Context: an optimization exercise on an open-source flow, tuned for small area and a short achievable clock period. The choices shown serve that exercise and are no tape-out recipe. RTL that was checked went through simulation tests only; none was proved equivalent to the original. Only the layout flow was run in runs 1 and 5 to 7; the RTL was not checked for function there. No activity file was given, so power comes from the tool's default toggle rates.

**flow/design.v**
```verilog
module dvp_frame_writer #(
    parameter int BURST_LEN    = 64,
    parameter int FIFO_DEPTH   = 256,
    parameter int FRAME_PIXELS = 307200,
    parameter int ADDR_W       = 20,
    parameter int BASE_ADDR    = 0
) (
    input  logic                        sclk,          
    input  logic                        rst,           
    input  logic                        frame_start,   
    input  logic                        pix_valid,     
    input  logic [15:0]                 pix_data,      
    output logic                        wr_req,        
    output logic [ADDR_W-1:0]           wr_addr,       
    input  logic                        wr_ack,        
    input  logic                        wr_data_rd,    
    output logic [15:0]                 wr_data,       
    output logic [$clog2(FIFO_DEPTH):0] fifo_level,    
    output logic                        overflow,      
    output logic                        frame_done     
);
    localparam int LW     = $clog2(FIFO_DEPTH) + 1;
    localparam int NBURST = FRAME_PIXELS / BURST_LEN;
    localparam int CW     = $clog2(FRAME_PIXELS + 1);
    localparam int BW     = $clog2(NBURST + 1);
    localparam int KW     = $clog2(BURST_LEN);
    localparam int SD     = FIFO_DEPTH - 2;            
    logic            idle_q, fill_q, req_q, xfer_q, done_q;
    logic            idle_d, fill_d, req_d, xfer_d, done_d;
    logic [LW-1:0]   level_q, level_d;
    logic [CW-1:0]   in_cnt_q, in_cnt_d;
    logic [BW-1:0]   burst_idx_q, burst_idx_d;
    logic [KW-1:0]   pop_cnt_q, pop_cnt_d;
    logic            pending_q, pending_d;
    logic            in_room_q, in_room_d;             
    logic            overflow_q, overflow_d;
    logic [15:0]     head_q, head_d;
    logic [15:0]     stg_q;                            
    logic            stg_v_q, stg_v_d;
    logic [15:0]     lo_q, lo_d, hi_q, hi_d;
    logic            s_empty, s_full, s_inc, s_dec;
    logic            shift;
    logic [15:0]     srl_q [SD];
    logic [15:0]     srl_rd;
    logic accepting, full, in_room, push, pop, last_pop, restart;
    logic to_head, stg_load, take_srl, take_stg, lvl0, lvl1, lvl_gt1;
    logic [15:0] grp [16];
    always_comb begin
        for (int a = 0; a < 16; a++) begin
            grp[a] = '0;
            for (int b = 0; b < 16; b++)
                if (16 * a + b - 1 >= 0 && 16 * a + b - 1 < SD)
                    grp[a] = grp[a] | ({16{lo_q[b]}} & srl_q[16 * a + b - 1]);
        end
        srl_rd = '0;
        for (int a = 0; a < 16; a++)
            srl_rd = srl_rd | ({16{hi_q[a]}} & grp[a]);
    end
    assign s_empty = lo_q[0] && hi_q[0];
    assign s_full  = lo_q[SD % 16] && hi_q[SD / 16];
    assign shift   = stg_v_q && !s_full;
    always_comb begin
        idle_d      = idle_q;
        fill_d      = fill_q;
        req_d       = req_q;
        xfer_d      = xfer_q;
        done_d      = 1'b0;
        in_cnt_d    = in_cnt_q;
        burst_idx_d = burst_idx_q;
        pop_cnt_d   = pop_cnt_q;
        pending_d   = pending_q;
        overflow_d  = overflow_q;
        head_d      = head_q;
        lo_d        = lo_q;
        hi_d        = hi_q;
        restart     = 1'b0;
        lvl0      = (level_q == '0);
        lvl1      = (level_q == LW'(1));
        lvl_gt1   = !lvl0 && !lvl1;
        accepting = (fill_q || req_q || xfer_q) && !pending_q;
        full      = (level_q == LW'(FIFO_DEPTH));
        in_room   = in_room_q;
        pop       = xfer_q && wr_data_rd && !lvl0;
        last_pop  = pop && (pop_cnt_q == KW'(BURST_LEN - 1));
        if ((idle_q || fill_q || done_q) && frame_start) restart = 1'b1;
        if (fill_q && !frame_start && level_q >= LW'(BURST_LEN)) begin
            fill_d = 1'b0;
            req_d  = 1'b1;
        end
        if ((req_q || xfer_q) && frame_start) pending_d = 1'b1;
        if (req_q && wr_ack) begin
            req_d  = 1'b0;
            xfer_d = 1'b1;
        end
        if (xfer_q && last_pop) begin
            xfer_d = 1'b0;
            if (pending_q || frame_start) restart = 1'b1;
            else if (burst_idx_q == BW'(NBURST - 1)) done_d = 1'b1;
            else fill_d = 1'b1;
        end
        if (done_q && !frame_start) idle_d = 1'b1;
        push = accepting && pix_valid && !full && in_room && !restart;
        if (accepting && pix_valid && full && in_room) overflow_d = 1'b1;
        in_room_d = in_room_q;
        if (push) begin
            in_cnt_d  = in_cnt_q + CW'(1);
            in_room_d = (in_cnt_q != CW'(FRAME_PIXELS - 1));
        end
        if (pop) pop_cnt_d = pop_cnt_q + KW'(1);
        if (last_pop) burst_idx_d = burst_idx_q + BW'(1);
        if (push && !pop) level_d = level_q + LW'(1);
        else if (pop && !push) level_d = level_q - LW'(1);
        else level_d = level_q;
        to_head  = push && (lvl0 || (pop && lvl1));
        stg_load = push && !to_head;
        take_srl = pop && lvl_gt1 && !s_empty;
        take_stg = pop && lvl_gt1 && s_empty;
        if (to_head) head_d = pix_data;
        else if (take_srl) head_d = srl_rd;
        else if (take_stg) head_d = stg_q;
        stg_v_d = stg_load || (stg_v_q && !shift);
        s_inc   = shift && !take_stg;
        s_dec   = take_srl;
        if (s_inc && !s_dec) begin
            lo_d = {lo_q[14:0], lo_q[15]};
            if (lo_q[15]) hi_d = {hi_q[14:0], hi_q[15]};
        end else if (s_dec && !s_inc) begin
            lo_d = {lo_q[0], lo_q[15:1]};
            if (lo_q[0]) hi_d = {hi_q[0], hi_q[15:1]};
        end
        if (restart) begin
            idle_d      = 1'b0;
            fill_d      = 1'b1;
            req_d       = 1'b0;
            xfer_d      = 1'b0;
            done_d      = 1'b0;
            level_d     = '0;
            in_cnt_d    = '0;
            in_room_d   = 1'b1;
            burst_idx_d = '0;
            pop_cnt_d   = '0;
            pending_d   = 1'b0;
            overflow_d  = 1'b0;
            stg_v_d     = 1'b0;
            lo_d        = 16'd1;
            hi_d        = 16'd1;
        end
    end
    always_ff @(posedge sclk) begin
        if (rst) begin
            idle_q      <= 1'b1;
            fill_q      <= 1'b0;
            req_q       <= 1'b0;
            xfer_q      <= 1'b0;
            done_q      <= 1'b0;
            level_q     <= '0;
            in_cnt_q    <= '0;
            in_room_q   <= 1'b1;
            burst_idx_q <= '0;
            pop_cnt_q   <= '0;
            pending_q   <= 1'b0;
            overflow_q  <= 1'b0;
            stg_v_q     <= 1'b0;
            lo_q        <= 16'd1;
            hi_q        <= 16'd1;
        end else begin
            idle_q      <= idle_d;
            fill_q      <= fill_d;
            req_q       <= req_d;
            xfer_q      <= xfer_d;
            done_q      <= done_d;
            level_q     <= level_d;
            in_cnt_q    <= in_cnt_d;
            in_room_q   <= in_room_d;
            burst_idx_q <= burst_idx_d;
            pop_cnt_q   <= pop_cnt_d;
            pending_q   <= pending_d;
            overflow_q  <= overflow_d;
            stg_v_q     <= stg_v_d;
            lo_q        <= lo_d;
            hi_q        <= hi_d;
        end
    end
    always_ff @(posedge sclk) begin
        head_q <= head_d;
        if (stg_load) stg_q <= pix_data;
        if (shift) begin
            srl_q[0] <= stg_q;
            for (int i = 1; i < SD; i++) srl_q[i] <= srl_q[i-1];
        end
    end
    assign wr_req     = req_q;
    assign wr_addr    = ADDR_W'(BASE_ADDR) + ADDR_W'(burst_idx_q * BURST_LEN);
    assign wr_data    = head_q;
    assign fifo_level = level_q;
    assign overflow   = overflow_q;
    assign frame_done = done_q;
endmodule
```
**flow/run.sh**
```bash
#!/bin/bash
# synth_recipe.tcl (not shown) runs the flow's synth.tcl, then flattens the netlist and writes it again
# the make line also repeats each setting of config.mk as NAME=value (left out here)
make -C /OpenROAD-flow-scripts/flow DESIGN_CONFIG=/design/flow/config.mk WORK_HOME=/design/flow/orfs CLKGATE_MAP_FILE= SYNTH_SCRIPT=/design/flow/synth_recipe.tcl finish
```
**flow/config.mk**
```make
export PLATFORM = sky130hd
export DESIGN_NAME = dvp_frame_writer
export DESIGN_NICKNAME = dvp_frame_writer
export VERILOG_FILES = /design/flow/design.v
export SDC_FILE = /design/flow/constraint.sdc
export NUM_CORES = 4
export LEC_CHECK = 0
export CAP_MARGIN = 20
export CORE_MARGIN = 2
export CORE_UTILIZATION = 55
export CTS_CLUSTER_DIAMETER = 60
export CTS_CLUSTER_SIZE = 30
export SETUP_SLACK_MARGIN = 4.0
export SLEW_MARGIN = 20
```
**flow/constraint.sdc**
```tcl
create_clock -name core_clock -period 7.0 [get_ports {sclk}]
set_input_delay 1.4000 -clock core_clock [delete_from_list [all_inputs] [get_ports {sclk}]]
set_output_delay 1.4000 -clock core_clock [all_outputs]
set_load 0.01 [all_outputs]
```
==> impl_metrics.ini, run 1 <==
[yosys]
synth_cells = 7750
async_flop_share_pct = 0
synth_seq_cells = 4184
synth_edf_count = 4096
synth_ff_type = edfxtp_1
yosysTopAreaCellShare_pct = 82.0
ys_seq_area_share_pct = 83.2
netlist-cell-type-count = 55
synth_warnings = 3
netlist_area_sq_mm = 0.150
synth.top_cells.by_area = edfxtp_1, a22o_1, a221oi_1
avgSynthCellArea_sq_um = 19.4
synth_top_area_cell = edfxtp_1

[critical_path]
crit_top_cell = nand4_1
cp-start-kind = flip-flop
crit_fanout = 8
reg2reg_from = lo_q[5]
setup.worst_path.class = reg -> reg
end_kind = flip-flop
reg2reg_depth = 10
crit_chain = buf_12 -> buf_16 -> buf_4 -> a22oi_1 -> nand4_1 -> o31a_1 -> a2111oi_4 -> nand4_1 -> nor4_4 -> o31ai_1
cpPeakStageDelay_ns = 0.54
crit_required_ns = 7.67
critPathArrivalTime_ns = 3.82
cp_slowest_cell = nand4_1
startpoint = lo_q[5]

[sta]
finalSetupTns_ns = 0
clock_skew_ns = 0.0468
min_period_over_period_pct = 45.0
setup_violations = 0
setup_slack_ns = 3.85
finalHoldViolCount = 0
min_period_ns = 3.15
fmax_mhz = 318
slew_viol_final = 0
whs_ns = 0.412
tightest_slew_ns = 1.09
maxSlewHeadroom_pct = 27.5
rsz0062_at_grt = yes

[floorplanning]
coreArea_sq_mm = 0.271
io_pins = 70
die_w_um = 526
die_area_sq_mm = 0.277
rows = 191
die_y_um = 526
initial_core_util_pct = 55.3

[clocking]
clkLatencyLatePin_ns = 0.95
h-tree-depth = 4
clk_pin_slew_ns = 0.10
cts_tree = yes
cts_buffers = 242
clock-sinks = 4184
clock_path_buffers = 4
root_buffer = clkbuf_16

[pwr]
switching_share_pct = 21.2
sequentialPowerShare_pct = 61.4
p_sw_w = 0.00938
power_leakage_nw = 40.0
p_int_w = 0.0348
p_per_area_mw_per_mm2 = 262
ir_drop_mv = 0.283
power_w = 0.0442
combPwrFrac_pct = 0.6
power_frac_clock_pct = 38.0

[routing]
vias_per_cell = 7.18
vias = 84000
drtPass1Iterations = 6
drc = 0
routed_wl_um = 421000
ant_nets = 0
avgRoutedWirePerCell_um = 36.0
drtIter0Drc = 13300

[status]
status = timing/DRC/antenna clean

[final_layout]
final_common_cell = edfxtp_1
syn2layout_area_growth_pct = 12.5
nFillCells = 18900
nets = 7938
most-common-layout-cells = edfxtp_1, a22o_1, a221oi_1
final_layout_size_suffix_gt1_share_pct = 13.0
finalNonFillerCells = 11700

[run]
maxCapViolations = 0

[placement]
pre_cts_slack_ns = 1.49
placed_cells = 11000
port_buffers = 62
gp_congestion = 0.794
post-dp-hpwl_um = 198000

[worst_hold_path]
min_path_type = reg -> reg
hp-start = srl_q[125][12]
hold-path-cell-count = 0

[global_routing]
grt_pass1_wl_um = 582000
grt_pass1_vias = 79500
grt_usage_pct = 29.0
grt_max_degree = 206
antenna_found_initial = 23
gr-total-overflow = 0
==> critical path, delay by kind of cell, from the launching register on <==
family / cells / cell delay, ns
AO/OA/AOI/OAI: 4 / 0.90
flip-flops: 1 / 0.44
buffers and inverters: 3 / 0.48
AND/OR/NAND/NOR: 3 / 1.03
==> path summary, 6_finish.rpt <==
check	end	slack [ns]
setup reg to reg	head_q[5]	3.85
setup / recovery	head_q[5]	3.85
hold / removal	srl_q[126][12]	0.41
hold reg to reg	srl_q[126][12]	0.41
==> stage by stage <==
stage / area [sq um] / utilization, %
2_1_floorplan: 150000 / -
3_5_place_dp: 155000 / 57.2
6_report: 169000 / 62.3
5_1_grt: 169000 / 62.2
4_1_cts: 167000 / 61.7
3_3_place_gp: 155000 / 57.2
==> repair_timing <==
action | CTS | global route
hold buffers | 0 | 0
setup endpoints to repair | 3080 | 1843
endpoints found under the hold margin | 0 | 0
gates resized for setup | 400 | 157
setup buffers | 118 | 34
pin swaps | 67 | 85
gates cloned | 32 | 21
==> state kept, by name, summed over array words and instances, names as in the netlist, 6 cells and up <==
signal       count
head_q          16
stg_q           16
pop_cnt_q        6
level_q          9
burst_idx_q     13
in_cnt_q        19
hi_q            16
lo_q            16
srl_q         4064
==> Yosys cell counts, drive strengths merged, types with 2 or more instances <==
| master | count |
|---|---|
| a2111oi | 2 |
| a211oi | 15 |
| a21oi | 30 |
| a221oi | 738 |
| a222oi | 32 |
| a22o | 739 |
| a22oi | 593 |
| a31oi | 5 |
| and2 | 3 |
| and3 | 25 |
| and4 | 4 |
| buf | 122 |
| clkbuf | 407 |
| dfxtp | 88 |
| edfxtp | 4096 |
| ha | 9 |
| inv | 10 |
| mux2 | 2 |
| mux2i | 33 |
| nand2 | 57 |
| nand3 | 151 |
| nand4 | 263 |
| nor2 | 117 |
| nor3 | 16 |
| nor4 | 16 |
| nor4b | 3 |
| o21a | 2 |
| o21ai | 95 |
| o21bai | 2 |
| o31a | 3 |
| o31ai | 17 |
| or3 | 4 |
| xnor2 | 14 |
| xor2 | 27 |
==> cells by family (layout without fill, tap and decap cells) <==
logic type	after synthesis	count (layout)	synth area share (%)
compound gates	2275	2278	12.5
mux	35	35	0.235
simple gates	666	666	2.39
buf+inv	539	895	1.38
flops	4184	4184	83.2
other cells	1	21	0.00250
fa+ha+maj	9	9	0.0751
xor+xnor	41	41	0.239
==> area by class of cell <==
class | instances | area [sq um] | area share (%)
Clock inverter | 199 | 2670 | 1.58
Tap cell | 3570 | 4470 | 2.65
Timing Repair Buffer | 433 | 6350 | 3.76
Sequential cell | 4184 | 125000 | 74.0
Multi-Input combinational cell | 3036 | 24100 | 14.3
Antenna cell | 14 | 35.0 | 0.0208
Clock buffer | 253 | 6150 | 3.65
Inverter | 10 | 50.0 | 0.0297
==> power groups by stage <==
| stage | sequential (W) | combinational [W] | clock (W) |
|---|---|---|---|
| CTS | 0.0271 | 0.000259 | 0.0170 |
| global route | 0.0272 | 0.000287 | 0.0179 |
| detailed placement | 0.0277 | 0.000246 | 0 |
| global placement | 0.0277 | 0.000239 | 0 |
| floorplan | 0.0283 | 0.000149 | 0 |
| finish | 0.0271 | 0.000268 | 0.0168 |
==> per-layer routing <==
metal	vias up	wire (um)	share of wire (%)	GRT usage, %
met4	12	11200	2.7	7.43
met5	-	80	0.019	0
li1	33700	-	-	-
met2	5250	193000	46	44.3
met1	44500	172000	41	43.3
met3	585	44400	11	5.45
==> inputs of run 2 (changes only) <==
--- a/flow/design.v
+++ b/flow/design.v
@@ -35,6 +35,7 @@
     logic            in_room_q, in_room_d;             
     logic            overflow_q, overflow_d;
     logic [15:0]     head_q, head_d;
+    logic [15:0]     out_q;                            
     logic [15:0]     stg_q;                            
     logic            stg_v_q, stg_v_d;
     logic [15:0]     lo_q, lo_d, hi_q, hi_d;
@@ -102,15 +103,13 @@
         push = accepting && pix_valid && !full && in_room && !restart;
         if (accepting && pix_valid && full && in_room) overflow_d = 1'b1;
         in_room_d = in_room_q;
-        if (push) begin
-            in_cnt_d  = in_cnt_q + CW'(1);
-            in_room_d = (in_cnt_q != CW'(FRAME_PIXELS - 1));
-        end
-        if (pop) pop_cnt_d = pop_cnt_q + KW'(1);
-        if (last_pop) burst_idx_d = burst_idx_q + BW'(1);
-        if (push && !pop) level_d = level_q + LW'(1);
-        else if (pop && !push) level_d = level_q - LW'(1);
-        else level_d = level_q;
+        if (push) in_room_d = (in_cnt_q != CW'(FRAME_PIXELS - 1));
+        in_cnt_d    = ({CW{push}} & (in_cnt_q + CW'(1))) | ({CW{!push}} & in_cnt_q);
+        pop_cnt_d   = ({KW{pop}} & (pop_cnt_q + KW'(1))) | ({KW{!pop}} & pop_cnt_q);
+        burst_idx_d = ({BW{last_pop}} & (burst_idx_q + BW'(1))) | ({BW{!last_pop}} & burst_idx_q);
+        level_d     = ({LW{push && !pop}} & (level_q + LW'(1)))
+                    | ({LW{pop && !push}} & (level_q - LW'(1)))
+                    | ({LW{push == pop}} & level_q);
         to_head  = push && (lvl0 || (pop && lvl1));
         stg_load = push && !to_head;
         take_srl = pop && lvl_gt1 && !s_empty;
@@ -183,6 +182,7 @@
     end
     always_ff @(posedge sclk) begin
         head_q <= head_d;
+        out_q  <= head_d;
         if (stg_load) stg_q <= pix_data;
         if (shift) begin
             srl_q[0] <= stg_q;
@@ -191,7 +191,7 @@
     end
     assign wr_req     = req_q;
     assign wr_addr    = ADDR_W'(BASE_ADDR) + ADDR_W'(burst_idx_q * BURST_LEN);
-    assign wr_data    = head_q;
+    assign wr_data    = out_q;
     assign fifo_level = level_q;
     assign overflow   = overflow_q;
     assign frame_done = done_q;
--- a/flow/config.mk
+++ b/flow/config.mk
@@ -7,8 +7,8 @@
 export LEC_CHECK = 0
 export CAP_MARGIN = 20
 export CORE_MARGIN = 2
-export CORE_UTILIZATION = 55
-export CTS_CLUSTER_DIAMETER = 60
+export CORE_UTILIZATION = 70
+export CTS_CLUSTER_DIAMETER = 50
 export CTS_CLUSTER_SIZE = 30
-export SETUP_SLACK_MARGIN = 4.0
+export SETUP_SLACK_MARGIN = 4.3
 export SLEW_MARGIN = 20
==> impl_metrics.ini, run 2 <==
[floorplanning]
coreArea_sq_mm = 0.213
rows = 169
die_area_sq_mm = 0.218
initial_core_util_pct = 70.6
die_w_um = 467
io_pins = 70
die_y_um = 467

[placement]
gp_congestion = 0.826
port_buffers = 62
post-dp-hpwl_um = 192000

[final_layout]
final_common_cell = edfxtp_1
syn2layout_area_growth_pct = 16.2
seq_area_sq_mm = 0.125
largest_reg_flops = 4064
final_layout_size_suffix_gt1_share_pct = 17.7
nFillCells = 9823
nets = 8193
top_register = srl_q
multi_input_area_sq_mm = 0.0252
most-common-layout-cells = edfxtp_1, a22o_1, a221oi_1

[global_routing]
grt_busiest_layer = met2
antenna_found_initial = 18
grt_usage_pct = 39.5
grtUsageMet1_pct = 56.5
grt_pass1_vias = 84300
use_met3_pct = 10.4
gr-total-overflow = 0
grtUsageMet2_pct = 58.1
grt_pass1_wl_um = 611000
grt_max_degree = 199

[sta]
maxSlewHeadroom_pct = 28.4
fmax_mhz = 292
slew_viol_final = 0
clock_skew_ns = 0.0451
min_period_ns = 3.42
rsz0062_at_grt = yes
tightest_slew_ns = 1.07
min_period_over_period_pct = 48.9
setup_violations = 0
whs_ns = 0.423
finalSetupTns_ns = 0
finalHoldViolCount = 0

[routing]
drc = 0
drtPass1Iterations = 6
vias_per_cell = 8.02
drtIter0Drc = 17400
routed_wl_um = 448000
ant_nets = 0
avgRoutedWirePerCell_um = 39.8
vias = 90200

[critical_path]
cp-start-kind = flip-flop
end_kind = flip-flop
crit_required_ns = 7.72
cp_slowest_cell = or3_1
critPathArrivalTime_ns = 4.15
path_buf_inv = 1
setup.worst_path.class = reg -> reg
crit_family = simple AND/OR/NAND/NOR gates
cpPeakStageDelay_ns = 0.60
crit_fanout = 27
crit_chain = buf_16 -> a22o_1 -> a221oi_1 -> nand4_1 -> a22oi_2 -> nand4_1 -> or3_1 -> a22o_1

[yosys]
yosysTopAreaCellShare_pct = 82.0
synth_seq_cells = 4184
synth_top_area_cell = edfxtp_1
avgSynthCellArea_sq_um = 19.3
netlist_area_sq_mm = 0.150
ys_seq_area_share_pct = 83.2
synth_warnings = 3
synth.most_common_cell = edfxtp_1
synth_edf_count = 4096
async_flop_share_pct = 0
synthTopCellsByCount = edfxtp_1, a22o_1, a221oi_1
synth.top_cells.by_area = edfxtp_1, a22o_1, a221oi_1
synth_cells = 7756
netlist-cell-type-count = 52
synth_ff_type = edfxtp_1

[clocking]
clk_pin_slew_ns = 0.08
root_buffer = clkbuf_16
h-tree-depth = 5
holdBufCountCts = 0
clkLatencyLatePin_ns = 0.97
cts_tree = yes
cts_buffers = 310
clock_path_buffers = 4
clock-sinks = 4184

[pwr]
power_leakage_nw = 42.9
p_per_area_mw_per_mm2 = 263
ir_drop_mv = 0.281

[worst_hold_path]
min_path_type = reg -> reg

[status]
status = timing/DRC/antenna clean

[run]
maxCapViolations = 0
run 2: power breakdown:
part / internal, W / leakage (nW) / switching [W]
Sequential: 0.0270 / 26.3 / 0.00000852
Clock: 0.00921 / 5.02 / 0.00953
Combinational: 0.0000504 / 11.6 / 0.0000842
run 2: cell type report:
cell class                 instances  share of cell area [%]
timing repair buffer             619                    5.84
antenna                           22                  0.0316
clock buffer                     345                    4.61
sequential                      4184                    71.6
tap                             2821                    2.02
inverter                          13                  0.0316
clock inverter                   203                    1.37
multi-input combinational       3033                    14.5
run 2: path summary, 6_finish.rpt:
path	start	endpoint	slack, ns	depth (start not counted)
worst max-delay path	lo_q[4]	out_q[14]	3.58	8
worst min register to register	srl_q[44][13]	srl_q[45][13]	0.42	0
worst max register to register	lo_q[4]	out_q[14]	3.58	8
worst min-delay path	srl_q[44][13]	srl_q[45][13]	0.42	0
run 2: through the flow:
stage	utilization, %	power, W	setup slack (ns)	instance area, sq um	instances
after floorplan	-	0.0278	-73.32	150000	7762
after global placement	72.4	0.0277	1.95	154000	10300
after detailed placement	72.4	0.0277	1.79	154000	10300
after CTS	80.9	0.0458	3.86	172000	11100
after global routing	82.0	0.0468	3.58	174000	11200
final	82.1	0.0459	3.58	174000	11200
run 2: per-layer routing:
layer	share of wire, %	wire length [um]	up-vias
met1	34	154000	45600
li1	-	-	34300
met3	15	67900	1453
met4	6.2	27600	12
met2	44	198000	8752
met5	0.018	79	-
run 2: what timing repair did:
item                                     CTS  global route
endpoints found under the setup margin  3631          1735
pin swaps                                175           176
setup buffers                            229            57
gates resized for setup                  782           297
hold endpoints to repair                   0             0
gates cloned                              98            25
run 2: worst register-to-register path, stage by stage, from the launching register on:
cell and delay (ns):
dfxtp_4 0.48, buf_16 0.25, a22o_1 0.34, a221oi_1 0.25, nand4_1 0.22, a22oi_2 0.25
nand4_1 0.59, or3_1 0.61, a22o_1 0.21
run 2: cells by family after synthesis:
logic type | count (synthesis) | synth area share, %
simple gates | 654 | 2.35
flops | 4184 | 83.2
compound gates | 2288 | 12.5
fa+ha+maj | 10 | 0.0834
xor+xnor | 39 | 0.228
buf+inv | 546 | 1.41
mux | 34 | 0.228
other cells | 1 | 0.00250
==> inputs of run 3 (changes only) <==
--- a/flow/config.mk
+++ b/flow/config.mk
@@ -7,8 +7,8 @@
 export LEC_CHECK = 0
 export CAP_MARGIN = 20
 export CORE_MARGIN = 2
-export CORE_UTILIZATION = 70
-export CTS_CLUSTER_DIAMETER = 50
+export CORE_UTILIZATION = 55
+export CTS_CLUSTER_DIAMETER = 60
 export CTS_CLUSTER_SIZE = 30
-export SETUP_SLACK_MARGIN = 4.3
+export SETUP_SLACK_MARGIN = 4.0
 export SLEW_MARGIN = 20
==> impl_metrics.ini, run 3 <==
[final_layout]
fin_area_sq_mm = 0.169
final_layout_size_suffix_gt1_share_pct = 12.9
nFillCells = 19000
largest_reg_flops = 4064
syn2layout_area_growth_pct = 12.6
top_register = srl_q
final_common_cell = edfxtp_1
most-common-layout-cells = edfxtp_1, a22o_1, a221oi_1
nets = 7934

[critical_path]
path_buf_inv = 1
cp-start-kind = flip-flop
end_kind = output pin
crit_required_ns = 5.60
crit_family = flip-flops
cpPeakStageDelay_ns = 0.60
critPathArrivalTime_ns = 1.75
r2r_setup_slack_ns = 3.88
crit_chain = buf_2
cp_slowest_cell = edfxtp_1
crit_fanout = 1
setup.worst_path.class = reg -> out

[routing]
vias_per_cell = 7.26
drtIter0Drc = 13900
routed_wl_um = 428000
vias = 85000
drc = 0
drtPass1Iterations = 8
avgRoutedWirePerCell_um = 36.6
ant_nets = 0

[clocking]
cts_buffers = 240
clkLatencyLatePin_ns = 0.98
holdBufCountCts = 0
clock_path_buffers = 4
cts_tree = yes
root_buffer = clkbuf_16
h-tree-depth = 4
clock-sinks = 4184
clk_pin_slew_ns = 0.09

[global_routing]
antenna_found_initial = 16
grt_pass1_vias = 79800
grt_pass1_wl_um = 590000
grt_max_degree = 192
grt_usage_pct = 29.4
gr-total-overflow = 0

[floorplanning]
die_y_um = 526
die_w_um = 526
die_area_sq_mm = 0.277
coreArea_sq_mm = 0.271
io_pins = 70
initial_core_util_pct = 55.4
rows = 191

[yosys]
yosysTopAreaCellShare_pct = 82.0
synth_cells = 7756
ys_seq_area_share_pct = 83.2
synth_seq_cells = 4184
synth_warnings = 3
synth.most_common_cell = edfxtp_1
synthTopCellsByCount = edfxtp_1, a22o_1, a221oi_1
synth_edf_count = 4096
synth_top_area_cell = edfxtp_1
async_flop_share_pct = 0
synth.top_cells.by_area = edfxtp_1, a22o_1, a221oi_1
netlist_area_sq_mm = 0.150
netlist-cell-type-count = 52
avgSynthCellArea_sq_um = 19.3
synth_ff_type = edfxtp_1

[status]
status = timing/DRC/antenna clean

[placement]
port_buffers = 62
post-dp-hpwl_um = 191000
postPlaceCellArea_sq_mm = 0.155
gp_congestion = 0.798

[sta]
min_period_over_period_pct = 45.0
slew_viol_final = 0
finalSetupTns_ns = 0
setup_violations = 0
tightest_slew_ns = 1.12
finalHoldViolCount = 0
fmax_mhz = 317
maxSlewHeadroom_pct = 25.1
clock_skew_ns = 0.0522
rsz0062_at_grt = yes
min_period_ns = 3.15

[run]
maxCapViolations = 0

[worst_hold_path]
min_path_type = reg -> reg

[pwr]
p_per_area_mw_per_mm2 = 260
power_w = 0.0439
ir_drop_mv = 0.264
power_leakage_nw = 40.1
==> run 3: changes by cell type in the layout (fill, tap and decap cells not counted), sizes merged <==
| cell | previous run | this run |
|---|---|---|
| inv | 102 | 121 |
| clkbuf | 367 | 270 |
| clkdlybuf4s15 | 1 | 22 |
| clkinv | 85 | 68 |
| bufbuf | 40 | 29 |
| dlymetal6s2s | 0 | 1 |
| clkinvlp | 18 | 15 |
| buf | 536 | 337 |
| diode | 22 | 13 |
==> run 3: repair_timing <==
action,in CTS,in global routing
resized for setup,421,163
buffers inserted,131,17
pin swaps,66,87
hold endpoints to repair,0,0
gates cloned,53,22
endpoints found under the setup margin,2368,1143
==> run 3: cell type report <==
class	count	area [sq um]	area share, %
diodes	13	32.5	0.0193
clock buffers	249	6100	3.61
clock inverters	202	2720	1.61
inverters	13	52.6	0.0311
multi-input cells	3033	24000	14.2
flip-flops and latches	4184	125000	73.9
well taps	3570	4470	2.64
repair buffers	430	6680	3.95
==> run 3: cells by family after synthesis <==
logic type	after synthesis	share of synthesized area, %
flops	4184	83.2
compound gates	2288	12.5
simple gates	654	2.35
buf+inv	546	1.41
xor+xnor	39	0.228
mux	34	0.228
fa+ha+maj	10	0.0834
other cells	1	0.00250
==> run 3: per-stage QoR <==
stage                     setup slack (ns)  util (%)  hold slack (ns)  std cells
after global placement                2.01      57.1            0.428      11000
final                                 3.85      62.3            0.422      11700
after CTS                             3.81      61.8            0.427      11600
after detailed placement              1.93      57.1            0.429      11000
after floorplan                     -73.32         -            0.421       7762
after global routing                  3.83      62.3            0.437      11700
==> run 3: final timing paths <==
kind | from | to | depth (start not counted)
setup / recovery | out_q[9] | wr_data[9] | 1
hold / removal | srl_q[97][8] | srl_q[98][8] | 0
setup reg to reg | lo_q[2] | out_q[9] | 9
hold reg to reg | srl_q[97][8] | srl_q[98][8] | 0
==> run 3: routing by layer <==
metal  up-vias  wire [um]  track usage [%]
li1      33700          -                -
met1     44800     171000             43.7
met2      5751     196000             45.2
met3       659      47000             5.04
met4         2      14200             8.71
met5         -         13                0
==> run 3: power by group <==
group	internal (W)	total (W)	switching, W
combinational	0.0000316	0.000104	0.0000721
sequential	0.0270	0.0270	0.00000919
clock	0.00741	0.0168	0.00936
==> run 3: worst reg2reg max path, stage by stage, from the launching register on <==
cell      delay (ns)
dfxtp_4         0.43
buf_6           0.16
buf_16          0.16
a22o_1          0.25
a221oi_2        0.18
nand4_1         0.20
a22oi_2         0.33
nand4_1         0.63
nor3_2          0.42
o21ai_1         0.10
==> inputs of run 4 (changes only) <==
==> flow/flow/run.sh (new file) <==
#!/bin/bash
# Own flow: the standard layout (standard.sh, unchanged synthesis and steps) with two
# layout options changed: the port buffers are buf_4 cells instead of the resizer's pick,
# and clock tree synthesis inserts no dummy loads.
set -euo pipefail
export BUFFER_PORTS_ARGS="-buffer_cell sky130_fd_sc_hd__buf_4"
export CTS_ARGS="-sink_clustering_enable -repair_clock_nets -sink_clustering_size 30 -sink_clustering_max_diameter 60 -dont_use_dummy_load"
bash standard.sh finish > flow_make.log 2>&1
==> flow/standard.sh (new file) <==
#!/bin/bash
# synth_recipe.tcl (not shown) runs the flow's synth.tcl, then flattens the netlist and writes it again
# the make line also repeats each setting of config.mk as NAME=value (left out here)
make -C /OpenROAD-flow-scripts/flow DESIGN_CONFIG=/design/flow/config.mk WORK_HOME=/design/flow/orfs CLKGATE_MAP_FILE= SYNTH_SCRIPT=/design/flow/synth_recipe.tcl "${@:-finish}"
--- a/flow/config.mk
+++ b/flow/config.mk
@@ -5,6 +5,7 @@
 export SDC_FILE = /design/flow/constraint.sdc
 export NUM_CORES = 4
 export LEC_CHECK = 0
+export ABC_CLOCK_PERIOD_IN_PS = 2000
 export CAP_MARGIN = 20
 export CORE_MARGIN = 2
 export CORE_UTILIZATION = 55
removed: flow/run.sh
==> impl_metrics.ini, run 4 <==
[status]
status = timing/DRC/antenna clean

[sta]
finalHoldViolCount = 0
finalSetupTns_ns = 0
setup_slack_ns = 3.79
tightest_slew_ns = 1.05
slew_viol_final = 0
fmax_mhz = 311
setup_violations = 0
rsz0062_at_grt = yes
maxSlewHeadroom_pct = 29.9
clock_skew_ns = 0.0964
min_period_ns = 3.21
min_period_over_period_pct = 45.9

[final_layout]
nFillCells = 19100
syn2layout_area_growth_pct = 11.4
largest_reg_flops = 4064
final_layout_size_suffix_gt1_share_pct = 11.8
nets = 7963
final_common_cell = edfxtp_1
top_register = srl_q
most-common-layout-cells = edfxtp_1, a22o_1, a221oi_1

[pwr]
p_per_area_mw_per_mm2 = 245
combPwrFrac_pct = 0.2
p_sw_w = 0.00777
power_frac_clock_pct = 33.7
ir_drop_mv = 0.225
p_int_w = 0.0332
sequentialPowerShare_pct = 66.1
power_leakage_nw = 39.4
switching_share_pct = 19.0

[routing]
drtPass1Iterations = 6
vias = 85000
routed_wl_um = 433000
drtIter0Drc = 13500
drc = 0
vias_per_cell = 7.38
ant_nets = 0
avgRoutedWirePerCell_um = 37.6

[global_routing]
grt_usage_pct = 29.6
grt_pass1_wl_um = 591000
grt_max_degree = 206
grt_pass1_vias = 79800
gr-total-overflow = 0
antenna_found_initial = 17

[yosys]
synth_top_family_by_area = compound AO/OA/AOI/OAI gates
netlist-cell-type-count = 52
synth.most_common_cell = edfxtp_1
synth_warnings = 3
async_flop_share_pct = 0
synth_edf_count = 4096
synth_compound_area_share_pct = 12.5
synthXorXnorAreaFrac_pct = 0.228
synth.top_cells.by_area = edfxtp_1, a22o_1, a221oi_1
synth_top_area_cell = edfxtp_1
synthTopCellsByCount = edfxtp_1, a22o_1, a221oi_1
synth_ff_type = edfxtp_1
netlist_area_sq_mm = 0.150
synth_cells = 7756
avgSynthCellArea_sq_um = 19.3
synth_seq_cells = 4184
muxShareOfSynthArea_pct = 0.228
ys_seq_area_share_pct = 83.2
synthSimpleGateAreaFrac_pct = 2.35
yosysTopAreaCellShare_pct = 82.0
synth_fa_ha_area_share_pct = 0.0834

[critical_path]
critPathArrivalTime_ns = 3.94
reg2reg_depth = 8
reg2reg_from = lo_q[15]
cpPeakStageDelay_ns = 0.55
crit_chain = buf_16 -> a22o_1 -> a221oi_2 -> nand4_1 -> a22oi_2 -> nand4_1 -> or3_4 -> a22o_1
crit_required_ns = 7.73
end_kind = flip-flop
cp-start-kind = flip-flop
setup.worst_path.class = reg -> reg
r2r_end = out_q[14]
cp_slowest_cell = or3_4
crit_fanout = 75
r2r_setup_slack_ns = 3.79

[worst_hold_path]
holdPathEnd = srl_q[99][9]
hold-path-cell-count = 0
min_path_type = reg -> reg
hp-start = srl_q[98][9]

[placement]
post-dp-hpwl_um = 192000
pre_cts_slack_ns = 2.18
port_buffers = 62
gp_congestion = 0.809

[clocking]
cts_tree = yes
h-tree-depth = 4
root_buffer = clkbuf_16
clk_pin_slew_ns = 0.11
clock_path_buffers = 4
cts_buffers = 242
clock-sinks = 4184
clkLatencyLatePin_ns = 0.96
holdBufCountCts = 0

[floorplanning]
coreArea_sq_mm = 0.271
die_y_um = 526
rows = 191
die_w_um = 526
die_area_sq_mm = 0.277
io_pins = 70
initial_core_util_pct = 55.4

[run]
maxCapViolations = 0
## run 4: changes by cell type in the layout (fill, tap and decap cells not counted), moves of 22 or more
| cell | previous run | this run |
|---|---|---|
| a221oi_2 | 53 | 100 |
| a221oi_1 | 692 | 646 |
| inv_12 | 24 | 0 |
| buf_4 | 143 | 198 |
| buf_12 | 45 | 67 |
| inv_6 | 40 | 0 |
| inv_8 | 33 | 0 |
| clkinv_8 | 32 | 0 |
## run 4: worst max path at each step
stage / endpoint / slack, ns / start
floorplan: hi_q[0] / -73.32 / hi_q[15]
global placement: out_q[13] / 2.24 / wr_data_rd
detailed placement: out_q[13] / 2.18 / wr_data_rd
CTS: out_q[15] / 3.81 / lo_q[8]
global route: out_q[4] / 3.80 / lo_q[11]
finish: out_q[14] / 3.79 / lo_q[15]
## run 4: final cells by class
type	instances	area, sq um	area share [%]
multi-input combinational	3033	24300	14.5
clock buffer	242	6060	3.62
sequential	4184	125000	74.7
inverter	13	52.6	0.0314
tap	3570	4470	2.67
antenna	15	37.5	0.0225
timing repair buffer	457	7400	4.43
## run 4: critical path, delay by kind of cell (launching register included)
family / cells / cell delay, ns
DFF: 1 / 0.41
AOI/OAI and AO/OA: 4 / 1.02
buffers and inverters: 1 / 0.21
and+or+nand+nor: 3 / 1.16
## run 4: power by group through the flow
stage                     sequential, W  combinational (W)  clock (W)
after floorplan                  0.0277          0.0000469          0
after global placement           0.0276          0.0000856          0
after detailed placement         0.0276          0.0000866          0
after CTS                        0.0270          0.0000930     0.0140
after global routing             0.0270           0.000102     0.0148
final                            0.0270          0.0000955     0.0138
## run 4: metal layers
metal / share of wire (%) / wire [um] / GRT usage, %
met1: 40 / 173000 / 44.3
met5: 0.015 / 63 / 0
met3: 11 / 49700 / 5.56
met4: 3.5 / 15000 / 9.60
met2: 45 / 196000 / 44.3
## run 4: cells by family after synthesis
kind of cell               count (synthesis)
and+or+nand+nor                          654
other                                      1
DFF                                     4184
AOI/OAI and AO/OA                       2288
buffers and inverters                    546
xor gates and xnor gates                  39
adders and majority gates                 10
muxes                                     34
## run 4: repair_timing
| action | 4_1_cts | 5_1_grt |
|---|---|---|
| pin swaps | 75 | 108 |
| setup endpoints to repair | 2918 | 1506 |
| cloned | 56 | 27 |
| buffers inserted | 124 | 52 |
| resized for setup | 241 | 215 |
## run 4: per-stage QoR
step	area (sq um)	hold WS (ns)	util, %	cells	power (W)
5_1_grt	167000	0.375	61.7	11500	0.0419
6_report	167000	0.378	61.7	11500	0.0409
4_1_cts	165000	0.365	60.9	11400	0.0411
3_3_place_gp	155000	0.427	57.1	11000	0.0277
2_1_floorplan	150000	0.421	-	7762	0.0278
3_5_place_dp	155000	0.431	57.1	11000	0.0277
==> inputs of run 5 (changes only) <==
--- a/flow/design.v
+++ b/flow/design.v
@@ -34,8 +34,10 @@
     logic            pending_q, pending_d;
     logic            in_room_q, in_room_d;             
     logic            overflow_q, overflow_d;
-    logic [15:0]     head_q, head_d;
+    logic [15:0]     head_q;
     logic [15:0]     out_q;                            
+    logic [15:0]     head_new;
+    logic            head_upd;
     logic [15:0]     stg_q;                            
     logic            stg_v_q, stg_v_d;
     logic [15:0]     lo_q, lo_d, hi_q, hi_d;
@@ -71,7 +73,6 @@
         pop_cnt_d   = pop_cnt_q;
         pending_d   = pending_q;
         overflow_d  = overflow_q;
-        head_d      = head_q;
         lo_d        = lo_q;
         hi_d        = hi_q;
         restart     = 1'b0;
@@ -112,11 +113,12 @@
                     | ({LW{push == pop}} & level_q);
         to_head  = push && (lvl0 || (pop && lvl1));
         stg_load = push && !to_head;
-        take_srl = pop && lvl_gt1 && !s_empty;
-        take_stg = pop && lvl_gt1 && s_empty;
-        if (to_head) head_d = pix_data;
-        else if (take_srl) head_d = srl_rd;
-        else if (take_stg) head_d = stg_q;
+        take_srl = pop && !s_empty;
+        take_stg = pop && s_empty && stg_v_q;
+        head_upd = to_head || take_srl || take_stg;
+        if (to_head) head_new = pix_data;
+        else if (take_srl) head_new = srl_rd;
+        else head_new = stg_q;
         stg_v_d = stg_load || (stg_v_q && !shift);
         s_inc   = shift && !take_stg;
         s_dec   = take_srl;
@@ -181,8 +183,8 @@
         end
     end
     always_ff @(posedge sclk) begin
-        head_q <= head_d;
-        out_q  <= head_d;
+        head_q <= head_upd ? head_new : out_q;
+        out_q  <= head_upd ? head_new : head_q;
         if (stg_load) stg_q <= pix_data;
         if (shift) begin
             srl_q[0] <= stg_q;
==> flow/run.sh (new file) <==
#!/bin/bash
# synth_recipe.tcl (not shown) runs the flow's synth.tcl, then flattens the netlist and writes it again
# the make line also repeats each setting of config.mk as NAME=value (left out here)
make -C /OpenROAD-flow-scripts/flow DESIGN_CONFIG=/design/flow/config.mk WORK_HOME=/design/flow/orfs CLKGATE_MAP_FILE= SYNTH_SCRIPT=/design/flow/synth_recipe.tcl finish
removed: flow/flow/run.sh
removed: flow/standard.sh
==> impl_metrics.ini, run 5 <==
[status]
status = timing/DRC/antenna clean

[floorplanning]
initial_core_util_pct = 55.1
die_y_um = 527
die_area_sq_mm = 0.278
rows = 192
die_w_um = 527
coreArea_sq_mm = 0.273
io_pins = 70

[pwr]
power_leakage_nw = 41.0
p_sw_w = 0.00941
p_per_area_mw_per_mm2 = 261
sequentialPowerShare_pct = 61.3
p_int_w = 0.0350
power_frac_clock_pct = 38.3
switching_share_pct = 21.2
combPwrFrac_pct = 0.5
ir_drop_mv = 0.294

[critical_path]
critPathArrivalTime_ns = 4.15
setup.worst_path.class = reg -> reg
crit_required_ns = 7.86
crit_top_cell = nand4_1
reg2reg_from = lo_q[13]
cpPeakStageDelay_ns = 0.58
crit_chain = buf_16 -> a22o_1 -> a221oi_1 -> nand4_1 -> a22oi_2 -> nand4_1 -> nor4_4 -> o211a_1 -> nor3_1
end_kind = flip-flop
startpoint = lo_q[13]
cp-start-kind = flip-flop
cp_slowest_cell = nand4_1
crit_fanout = 34

[worst_hold_path]
min_path_type = reg -> reg
hp-start = srl_q[9][1]

[sta]
slew_viol_final = 0
whs_ns = 0.426
fmax_mhz = 304
tightest_slew_ns = 0.885
clock_skew_ns = 0.0829
finalSetupTns_ns = 0
maxSlewHeadroom_pct = 41.0
finalHoldViolCount = 0
setup_violations = 0
min_period_ns = 3.29
min_period_over_period_pct = 47.0
rsz0062_at_grt = yes

[yosys]
ys_seq_area_share_pct = 83.0
async_flop_share_pct = 0
netlist-cell-type-count = 51
netlist_area_sq_mm = 0.150
synthTopCellsByCount = edfxtp_1, a221oi_1, a22o_1
synth_ff_type = edfxtp_1
synth.most_common_cell = edfxtp_1
synth_warnings = 3
synth_cells = 7845
synth_edf_count = 4080
avgSynthCellArea_sq_um = 19.2
synth_top_area_cell = edfxtp_1
yosysTopAreaCellShare_pct = 81.4
synth.top_cells.by_area = edfxtp_1, a221oi_1, a22o_1
synth_seq_cells = 4200

[clocking]
clkLatencyLatePin_ns = 0.98
clk_pin_slew_ns = 0.10
cts_buffers = 241
clock-sinks = 4200
clock_path_buffers = 4
root_buffer = clkbuf_16
h-tree-depth = 4
cts_tree = yes

[global_routing]
grt_pass1_wl_um = 588000
antenna_found_initial = 26
gr-total-overflow = 0
grt_usage_pct = 29.1
grt_pass1_vias = 80000
grt_max_degree = 169

[placement]
postPlaceCellArea_sq_mm = 0.156
gp_congestion = 0.820
post-dp-hpwl_um = 202000
port_buffers = 62

[routing]
vias_per_cell = 7.22
drc = 0
drtIter0Drc = 13700
routed_wl_um = 423000
vias = 85500
avgRoutedWirePerCell_um = 35.7
drtPass1Iterations = 6
ant_nets = 0

[final_layout]
seq_area_sq_mm = 0.125
nets = 8061
fin_area_sq_mm = 0.170
final_layout_size_suffix_gt1_share_pct = 13.4
multi_input_area_sq_mm = 0.0244
most-common-layout-cells = edfxtp_1, a22o_1, a221oi_1
final_common_cell = edfxtp_1
nFillCells = 19000
top_register = srl_q
largest_reg_flops = 4064
syn2layout_area_growth_pct = 13.0

[run]
maxCapViolations = 0
[run 5: cell count changes in the layout (fill, tap and decap cells not counted), moves of 27 or more]
cell      delta
a221oi_1    +97
a221oi_2    -57
a22o_1      +34
a22oi_1     -66
clkinv_8    +27
inv_6       +41
inv_8       +29
nand3_1     +95
nand4_1     -47
[run 5: worst paths after layout]
check	to	slack (ns)	cells past startpoint
setup / recovery	out_q[9]	3.71	9
hold reg to reg	srl_q[10][1]	0.43	0
setup reg to reg	out_q[9]	3.71	9
hold / removal	srl_q[10][1]	0.43	0
[run 5: logic make-up after synthesis]
logic type	Yosys count	share of synthesized area (%)
DFF	4200	83.0
buffers and inverters	548	1.41
adders and majority gates	10	0.0831
AOI/OAI and AO/OA	2284	12.5
and+or+nand+nor	731	2.55
muxes	34	0.227
other	1	0.00249
xor gates and xnor gates	37	0.215
[run 5: metrics by stage]
stage | utilization, % | power (W) | instances | worst slack, ns
finish | 62.3 | 0.0444 | 11800 | 3.71
global placement | 57.0 | 0.0280 | 11100 | 2.10
detailed placement | 57.0 | 0.0280 | 11100 | 2.07
CTS | 61.8 | 0.0446 | 11800 | 3.76
global route | 62.3 | 0.0455 | 11800 | 3.65
floorplan | - | 0.0279 | 7851 | -73.44
[run 5: area by class of cell]
cell class	instances	area share [%]
clock buffer	256	3.66
inverter	12	0.0265
sequential	4200	73.6
clock inverter	197	1.59
antenna	12	0.0177
timing repair buffer	470	4.13
multi-input combinational	3104	14.4
tap	3589	2.64
[run 5: power by group through the flow]
stage / sequential (W) / clock, W / combinational, W
after floorplan: 0.0279 / 0 / 0.0000852
after global placement: 0.0278 / 0 / 0.000206
after detailed placement: 0.0278 / 0 / 0.000205
after CTS: 0.0272 / 0.0173 / 0.000194
after global routing: 0.0272 / 0.0181 / 0.000221
final: 0.0272 / 0.0170 / 0.000201
[run 5: what timing repair did]
| action | in CTS | in global routing |
|---|---|---|
| pin swaps | 64 | 68 |
| hold buffers | 0 | 0 |
| setup endpoints to repair | 3012 | 2225 |
| resized for setup | 491 | 124 |
| buffers inserted | 127 | 47 |
| gates cloned | 44 | 17 |
[run 5: worst max-delay path: cells and delay by family, from the launching register on]
kind                   cells  cell delay [ns]
and+or+nand+nor            4             1.42
AOI/OAI and AO/OA          4             1.00
DFF                        1             0.44
buffers and inverters      1             0.20
[run 5: per-layer routing]
layer / vias up / global-route usage (%) / wire, um
li1: 34100 / - / -
met1: 45100 / 45.2 / 175000
met2: 5631 / 42.9 / 189000
met3: 591 / 5.37 / 48000
met4: 30 / 6.91 / 9900
met5: - / 0 / 209
==> inputs of run 6 (changes only) <==
--- a/flow/design.v
+++ b/flow/design.v
@@ -43,6 +43,8 @@
     logic [15:0]     lo_q, lo_d, hi_q, hi_d;
     logic            s_empty, s_full, s_inc, s_dec;
     logic            shift;
+    logic [15:0]     shift_c;                          
+    logic [15:0]     hi_ge;                            
     logic [15:0]     srl_q [SD];
     logic [15:0]     srl_rd;
     logic accepting, full, in_room, push, pop, last_pop, restart;
@@ -62,6 +64,12 @@
     assign s_empty = lo_q[0] && hi_q[0];
     assign s_full  = lo_q[SD % 16] && hi_q[SD / 16];
     assign shift   = stg_v_q && !s_full;
+    always_comb begin
+        for (int c = 0; c < 16; c++) begin
+            hi_ge[c]   = |(hi_q >> c);
+            shift_c[c] = shift && hi_ge[c];
+        end
+    end
     always_comb begin
         idle_d      = idle_q;
         fill_d      = fill_q;
@@ -186,10 +194,9 @@
         head_q <= head_upd ? head_new : out_q;
         out_q  <= head_upd ? head_new : head_q;
         if (stg_load) stg_q <= pix_data;
-        if (shift) begin
-            srl_q[0] <= stg_q;
-            for (int i = 1; i < SD; i++) srl_q[i] <= srl_q[i-1];
-        end
+        if (shift_c[0]) srl_q[0] <= stg_q;
+        for (int i = 1; i < SD; i++)
+            if (shift_c[i / 16]) srl_q[i] <= srl_q[i-1];
     end
     assign wr_req     = req_q;
     assign wr_addr    = ADDR_W'(BASE_ADDR) + ADDR_W'(burst_idx_q * BURST_LEN);
==> flow/flow/run.sh (new file) <==
#!/bin/bash
# Own flow: the standard layout (standard.sh, unchanged synthesis and steps) with two
# layout options changed: the port buffers are buf_4 cells instead of the resizer's pick,
# and clock tree synthesis inserts no dummy loads.
set -euo pipefail
export BUFFER_PORTS_ARGS="-buffer_cell sky130_fd_sc_hd__buf_4"
export CTS_ARGS="-sink_clustering_enable -repair_clock_nets -sink_clustering_size 30 -sink_clustering_max_diameter 60 -dont_use_dummy_load"
bash standard.sh finish > flow_make.log 2>&1
==> flow/standard.sh (new file) <==
#!/bin/bash
# synth_recipe.tcl (not shown) runs the flow's synth.tcl, then flattens the netlist and writes it again
# the make line also repeats each setting of config.mk as NAME=value (left out here)
make -C /OpenROAD-flow-scripts/flow DESIGN_CONFIG=/design/flow/config.mk WORK_HOME=/design/flow/orfs CLKGATE_MAP_FILE= SYNTH_SCRIPT=/design/flow/synth_recipe.tcl "${@:-finish}"
removed: flow/run.sh
==> impl_metrics.ini, run 6 <==
[critical_path]
reg2reg_from = hi_q[12]
crit_chain = or4_4 -> or3_4 -> or4_4 -> nor3_4 -> nand2b_1 -> buf_4 -> buf_6 -> nor2_4 -> nor2_4 -> buf_12 -> buf_16
r2r_setup_slack_ns = 3.66
critPathArrivalTime_ns = 3.98
cp-start-kind = flip-flop
setup.worst_path.class = reg -> reg
crit_family = simple AND/OR/NAND/NOR gates
cpPeakStageDelay_ns = 0.52
r2r_end = srl_q[48][0]
crit_required_ns = 7.64
crit_cells = 11
endpoint = srl_q[48][0]
startpoint = hi_q[12]
path_buf_inv = 4
end_kind = flip-flop
cp_slowest_cell = or4_4
crit_fanout = 6
reg2reg_depth = 11

[routing]
drc = 0
vias_per_cell = 7.43
avgRoutedWirePerCell_um = 39.1
vias = 87800
routed_wl_um = 462000
drtPass1Iterations = 9
ant_nets = 0
drtIter0Drc = 14600

[yosys]
synth_warnings = 3
ys_seq_area_share_pct = 82.9
async_flop_share_pct = 0
avgSynthCellArea_sq_um = 19.5
netlist_area_sq_mm = 0.151
yosysTopAreaCellShare_pct = 81.3
netlist-cell-type-count = 61
synth.top_cells.by_area = edfxtp_1, a221oi_1, a22o_1
synthTopCellsByCount = edfxtp_1, a221oi_1, a22o_1
synth_seq_cells = 4200
synth_cells = 7741
synth_edf_count = 4080
synth.most_common_cell = edfxtp_1
synth_top_area_cell = edfxtp_1
synth_ff_type = edfxtp_1

[final_layout]
final_layout_size_suffix_gt1_share_pct = 15.7
top_register = srl_q
largest_reg_flops = 4064
final_common_cell = edfxtp_1
most-common-layout-cells = edfxtp_1, a22o_1, a221oi_1
nets = 8269
syn2layout_area_growth_pct = 16.1

[pwr]
power_w = 0.0410
ir_drop_mv = 0.209
p_per_area_mw_per_mm2 = 235
power_leakage_nw = 42.5

[worst_hold_path]
min_path_type = reg -> reg
hp-start = srl_q[23][1]

[placement]
port_buffers = 62
gp_congestion = 0.825
post-dp-hpwl_um = 213000

[sta]
maxSlewHeadroom_pct = 25.3
fmax_mhz = 299
slew_viol_final = 0
min_period_over_period_pct = 47.7
whs_ns = 0.381
min_period_ns = 3.34
clock_skew_ns = 0.109
setup_violations = 0
finalSetupTns_ns = 0
tightest_slew_ns = 1.12
rsz0062_at_grt = yes
finalHoldViolCount = 0

[clocking]
clock-sinks = 4200
h-tree-depth = 4
root_buffer = clkbuf_16
clock_path_buffers = 4
clkLatencyLatePin_ns = 0.97
cts_tree = yes
cts_buffers = 236
clk_pin_slew_ns = 0.10
holdBufCountCts = 0

[global_routing]
grt_usage_pct = 31.5
gr-total-overflow = 0
antenna_found_initial = 13
grt_pass1_wl_um = 624000
grt_pass1_vias = 82200
grt_max_degree = 165

[floorplanning]
die_area_sq_mm = 0.278
rows = 192
coreArea_sq_mm = 0.273
die_w_um = 527
io_pins = 70
initial_core_util_pct = 55.2
die_y_um = 527

[run]
maxCapViolations = 0

[status]
status = timing/DRC/antenna clean
run 6: cell types whose count changed after synthesis, moves of 33 or more:
cell	change
a22oi_1	-250
nand3_1	-209
a221oi_1	+149
a22o_1	+147
nand4_1	+71
nand2_1	-58
o21ai_0	-56
nor2_1	+51
and3_1	+33
run 6: worst min-delay path by stage:
| stage | to | slack (ns) | depth (start not counted) |
|---|---|---|---|
| 6_report | srl_q[24][1] | 0.38 | 0 |
| 4_1_cts | srl_q[24][1] | 0.38 | 0 |
| 2_1_floorplan | srl_q[249][0] | 0.43 | 0 |
| 3_5_place_dp | srl_q[183][14] | 0.43 | 0 |
| 5_1_grt | srl_q[189][3] | 0.40 | 0 |
| 3_3_place_gp | srl_q[188][1] | 0.43 | 0 |
run 6: cells by family (layout without fill, tap and decap cells):
kind of cell | after synthesis | in the layout | synth area share [%]
compound gates | 2293 | 2296 | 12.9
xor+xnor | 32 | 32 | 0.186
fa+ha+maj | 10 | 10 | 0.0830
buf+inv | 557 | 1036 | 1.44
flops | 4200 | 4200 | 82.9
mux | 34 | 34 | 0.227
other cells | 1 | 12 | 0.00249
simple gates | 614 | 620 | 2.24
run 6: worst register-to-register path, cell delays in order (launching register included):
cell	delay (ns)
dfxtp_2	0.33
or4_4	0.52
or3_4	0.35
or4_4	0.46
nor3_4	0.21
nand2b_1	0.13
buf_4	0.16
buf_6	0.12
nor2_4	0.18
nor2_4	0.18
buf_12	0.22
buf_16	0.17
run 6: where the power goes:
group / leakage (nW) / internal [W] / switching [W]
Clock: 2.91 / 0.00596 / 0.00770
Combinational: 13.2 / 0.0000821 / 0.0000995
Sequential: 26.4 / 0.0272 / 0.0000482
run 6: layout make-up:
class,instances,area [sq um]
flip-flops and latches,4200,125000
clock buffers,236,5910
repair buffers,781,14400
diodes,5,12.5
inverters,19,73.8
multi-input cells,2999,25000
fillers,18200,98300
well taps,3589,4490
run 6: timing repair:
| action | in CTS | in global routing |
|---|---|---|
| buffers inserted | 216 | 57 |
| cloned | 155 | 130 |
| pin swaps | 137 | 94 |
| gates resized for setup | 520 | 197 |
| endpoints found under the setup margin | 2578 | 2219 |
run 6: through the flow:
stage | std cells | setup slack [ns] | cell area [sq um] | utilization (%)
CTS | 11600 | 3.72 | 171000 | 62.6
global route | 11800 | 3.56 | 175000 | 64.0
floorplan | 7747 | 1.16 | 151000 | -
global placement | 11000 | 1.90 | 156000 | 57.0
detailed placement | 11000 | 2.03 | 156000 | 57.0
finish | 11800 | 3.66 | 175000 | 64.0
run 6: routing by layer:
metal,track usage [%],vias up,part of all wire (%)
met5,0,-,0.022
met4,11.9,14,4.4
met3,6.36,830,11
met2,48.3,6382,46
met1,45.0,46200,38
li1,-,34400,-
==> inputs of run 7 (changes only) <==
--- a/flow/design.v
+++ b/flow/design.v
@@ -36,7 +36,6 @@
     logic            overflow_q, overflow_d;
     logic [15:0]     head_q;
     logic [15:0]     out_q;                            
-    logic [15:0]     head_new;
     logic            head_upd;
     logic [15:0]     stg_q;                            
     logic            stg_v_q, stg_v_d;
@@ -56,6 +55,8 @@
             for (int b = 0; b < 16; b++)
                 if (16 * a + b - 1 >= 0 && 16 * a + b - 1 < SD)
                     grp[a] = grp[a] | ({16{lo_q[b]}} & srl_q[16 * a + b - 1]);
+                else if (a == 0 && b == 0)
+                    grp[a] = grp[a] | ({16{lo_q[0]}} & stg_q);
         end
         srl_rd = '0;
         for (int a = 0; a < 16; a++)
@@ -124,9 +125,6 @@
         take_srl = pop && !s_empty;
         take_stg = pop && s_empty && stg_v_q;
         head_upd = to_head || take_srl || take_stg;
-        if (to_head) head_new = pix_data;
-        else if (take_srl) head_new = srl_rd;
-        else head_new = stg_q;
         stg_v_d = stg_load || (stg_v_q && !shift);
         s_inc   = shift && !take_stg;
         s_dec   = take_srl;
@@ -191,8 +189,8 @@
         end
     end
     always_ff @(posedge sclk) begin
-        head_q <= head_upd ? head_new : out_q;
-        out_q  <= head_upd ? head_new : head_q;
+        head_q <= ({16{to_head}} & pix_data) | ({16{take_srl || take_stg}} & srl_rd) | ({16{!head_upd}} & out_q);
+        out_q  <= ({16{to_head}} & pix_data) | ({16{take_srl || take_stg}} & srl_rd) | ({16{!head_upd}} & head_q);
         if (stg_load) stg_q <= pix_data;
         if (shift_c[0]) srl_q[0] <= stg_q;
         for (int i = 1; i < SD; i++)
==> impl_metrics.ini, run 7 <==
[floorplanning]
die_area_sq_mm = 0.278
die_w_um = 527
coreArea_sq_mm = 0.273
rows = 192
io_pins = 70
initial_core_util_pct = 55.2
die_y_um = 527

[sta]
min_period_ns = 3.29
finalHoldViolCount = 0
maxSlewHeadroom_pct = 17.6
fmax_mhz = 304
slew_viol_final = 0
tightest_slew_ns = 1.24
rsz0062_at_grt = yes
setup_violations = 0
finalSetupTns_ns = 0
clock_skew_ns = 0.0985
min_period_over_period_pct = 47.0

[critical_path]
crit_required_ns = 7.81
setup.worst_path.class = reg -> reg
end_kind = flip-flop
cpPeakStageDelay_ns = 0.76
r2r_end = out_q[10]
crit_top_cell = nand4_1
cp-start-kind = flip-flop
r2r_setup_slack_ns = 3.71
reg2reg_from = lo_q[12]
cp_slowest_cell = nand4_1
critPathArrivalTime_ns = 4.10
reg2reg_depth = 10
path_buf_inv = 3
crit_family = compound AO/OA/AOI/OAI gates
crit_chain = buf_6 -> buf_16 -> buf_12 -> a22o_1 -> a221oi_2 -> nand4_1 -> a22oi_2 -> nand4_1 -> o21ai_2 -> nand2_1
crit_fanout = 8

[clocking]
cts_tree = yes
clk_pin_slew_ns = 0.11
h-tree-depth = 4
clock-sinks = 4200
holdBufCountCts = 0
clock_path_buffers = 4
cts_buffers = 238
root_buffer = clkbuf_16
clkLatencyLatePin_ns = 0.97

[worst_hold_path]
hp-start = srl_q[220][9]
holdPathEnd = srl_q[221][9]
min_path_type = reg -> reg
hold-path-cell-count = 0

[global_routing]
grt_usage_pct = 31.9
gr-total-overflow = 0
antenna_found_initial = 15
use_met3_pct = 8.07
grt_pass1_vias = 81500
grtUsageMet2_pct = 47.1
grt_pass1_wl_um = 631000
grtUsageMet1_pct = 47.3
grt_max_degree = 145
grt_busiest_layer = met1

[yosys]
synth_seq_cells = 4200
netlist_area_sq_mm = 0.151
synth.top_cells.by_area = edfxtp_1, a221oi_1, a22o_1
synthTopCellsByCount = edfxtp_1, a221oi_1, a22o_1
synth.most_common_cell = edfxtp_1
synth_top_area_cell = edfxtp_1
avgSynthCellArea_sq_um = 19.6
netlist-cell-type-count = 51
yosysTopAreaCellShare_pct = 81.4
async_flop_share_pct = 0
ys_seq_area_share_pct = 83.0
synth_warnings = 3
synth_edf_count = 4080
synth_cells = 7696
synth_ff_type = edfxtp_1

[routing]
drtPass1Iterations = 6
drc = 0
vias_per_cell = 7.50
ant_nets = 0
avgRoutedWirePerCell_um = 39.8
drtIter0Drc = 15100
routed_wl_um = 469000
vias = 88400

[final_layout]
largest_reg_flops = 4064
final_util_pct = 63.6
most-common-layout-cells = edfxtp_1, a22o_1, a221oi_1
final_layout_size_suffix_gt1_share_pct = 15.6
nets = 8223
syn2layout_area_growth_pct = 15.4
top_register = srl_q
final_common_cell = edfxtp_1

[status]
status = timing/DRC/antenna clean

[pwr]
power_leakage_nw = 42.3
ir_drop_mv = 0.225
p_per_area_mw_per_mm2 = 237

[placement]
port_buffers = 62
gp_congestion = 0.811
post-dp-hpwl_um = 215000

[run]
maxCapViolations = 0
[run 7: through the flow]
| step | setup WS, ns | instances | instance area [sq um] | power [W] | hold slack [ns] |
|---|---|---|---|---|---|
| final | 3.71 | 11800 | 174000 | 0.0411 | 0.394 |
| after global routing | 3.68 | 11800 | 174000 | 0.0421 | 0.388 |
| after CTS | 3.76 | 11600 | 170000 | 0.0413 | 0.381 |
| after detailed placement | 2.41 | 11000 | 156000 | 0.0279 | 0.432 |
| after global placement | 2.34 | 11000 | 156000 | 0.0279 | 0.427 |
| after floorplan | 1.07 | 7702 | 151000 | 0.0278 | 0.421 |
[run 7: layer usage]
layer,vias to the layer above,share of wire (%)
met4,12,3.7
met3,798,13
li1,34200,-
met1,46700,39
met5,-,0.015
met2,6656,44
[run 7: timing repair]
| action | in CTS | in global routing |
|---|---|---|
| endpoints found under the hold margin | 0 | 0 |
| setup endpoints to repair | 3189 | 2006 |
| pin swaps | 115 | 136 |
| gates resized for setup | 469 | 209 |
| setup buffers | 228 | 74 |
| cloned | 145 | 83 |
[run 7: area by class of cell]
class / instances / area [sq um]
diodes: 11 / 27.5
flip-flops and latches: 4200 / 125000
well taps: 3589 / 4490
repair buffers: 775 / 13200
inverters: 17 / 70.1
fillers: 18300 / 99300
clock buffers: 238 / 5960
multi-input cells: 2959 / 24900
[run 7: kinds of logic after synthesis]
group / Yosys count / synth area share (%)
flops: 4200 / 83.0
compound gates: 2293 / 13.0
simple gates: 569 / 2.06
buf+inv: 554 / 1.42
xor+xnor: 35 / 0.204
mux: 34 / 0.227
fa+ha+maj: 10 / 0.0831
other cells: 1 / 0.00249
[run 7: worst register-to-register path, cell delays in order, from the launching register on]
cell      delay [ns]
dfxtp_4         0.43
buf_6           0.16
buf_16          0.15
buf_12          0.16
a22o_1          0.18
a221oi_2        0.17
nand4_1         0.23
a22oi_2         0.31
nand4_1         0.76
o21ai_2         0.48
nand2_1         0.09
[run 7: power by group]
part / switching, W / leakage, nW / total (W) / internal (W)
registers: 0.0000291 / 26.4 / 0.0272 / 0.0271
logic: 0.0000976 / 12.9 / 0.000185 / 0.0000874
clock network: 0.00775 / 2.93 / 0.0138 / 0.00601
total: 0.00788 / 42.3 / 0.0411 / 0.0332
[run 7: worst max path at each step]
stage | start | endpoint | slack, ns | depth (start not counted)
2_1_floorplan | hi_q[15] | srl_q[0][0] | 1.07 | 8
3_3_place_gp | wr_data_rd | hi_q[0] | 2.34 | 10
3_5_place_dp | wr_data_rd | hi_q[0] | 2.41 | 10
4_1_cts | hi_q[14] | srl_q[24][12] | 3.76 | 12
5_1_grt | lo_q[12] | out_q[10] | 3.68 | 10
6_report | lo_q[12] | out_q[10] | 3.71 | 10

-- static timing again, ports no longer ideal --
The flow's constraints put no driver on any port. The routed layouts listed below were extracted and timed again, unchanged, in two steps. Step 1, drivers: a clkbuf_16 drives sclk and a buf_2 each remaining input, both assumed. Step 2 moves the port delays by t, midway between the first and last clock arrival at a register: inputs arrive t later, outputs are due t later. That takes back most of the time a late clock gives input paths. Three values: ideal, step 1, step 2; two values: the first two.
run | t (ns) | setup WS [ns] | pins driven straight from the clock port
run 1 | 1.023 | 3.851 / 3.820 / 2.979 | 1
run 2 | 1.066 | 3.578 / 3.578 / 2.896 | 1
run 3 | 1.048 | 3.849 / 3.748 / 3.159 | 1
run 4 | 1.016 | 3.787 / 3.775 / 3.183 | 1
run 5 | 1.046 | 3.711 / 3.711 / 2.981 | 1
run 6 | 1.016 | 3.658 / 3.658 / 3.393 | 1
run 7 | 1.038 | 3.711 / 3.711 / 3.412 | 1
After both steps every run listed still meets setup and hold. The setup slack of run 1, which loses most, moves by -0.031 ns with the drivers and by -0.872 ns with both steps.
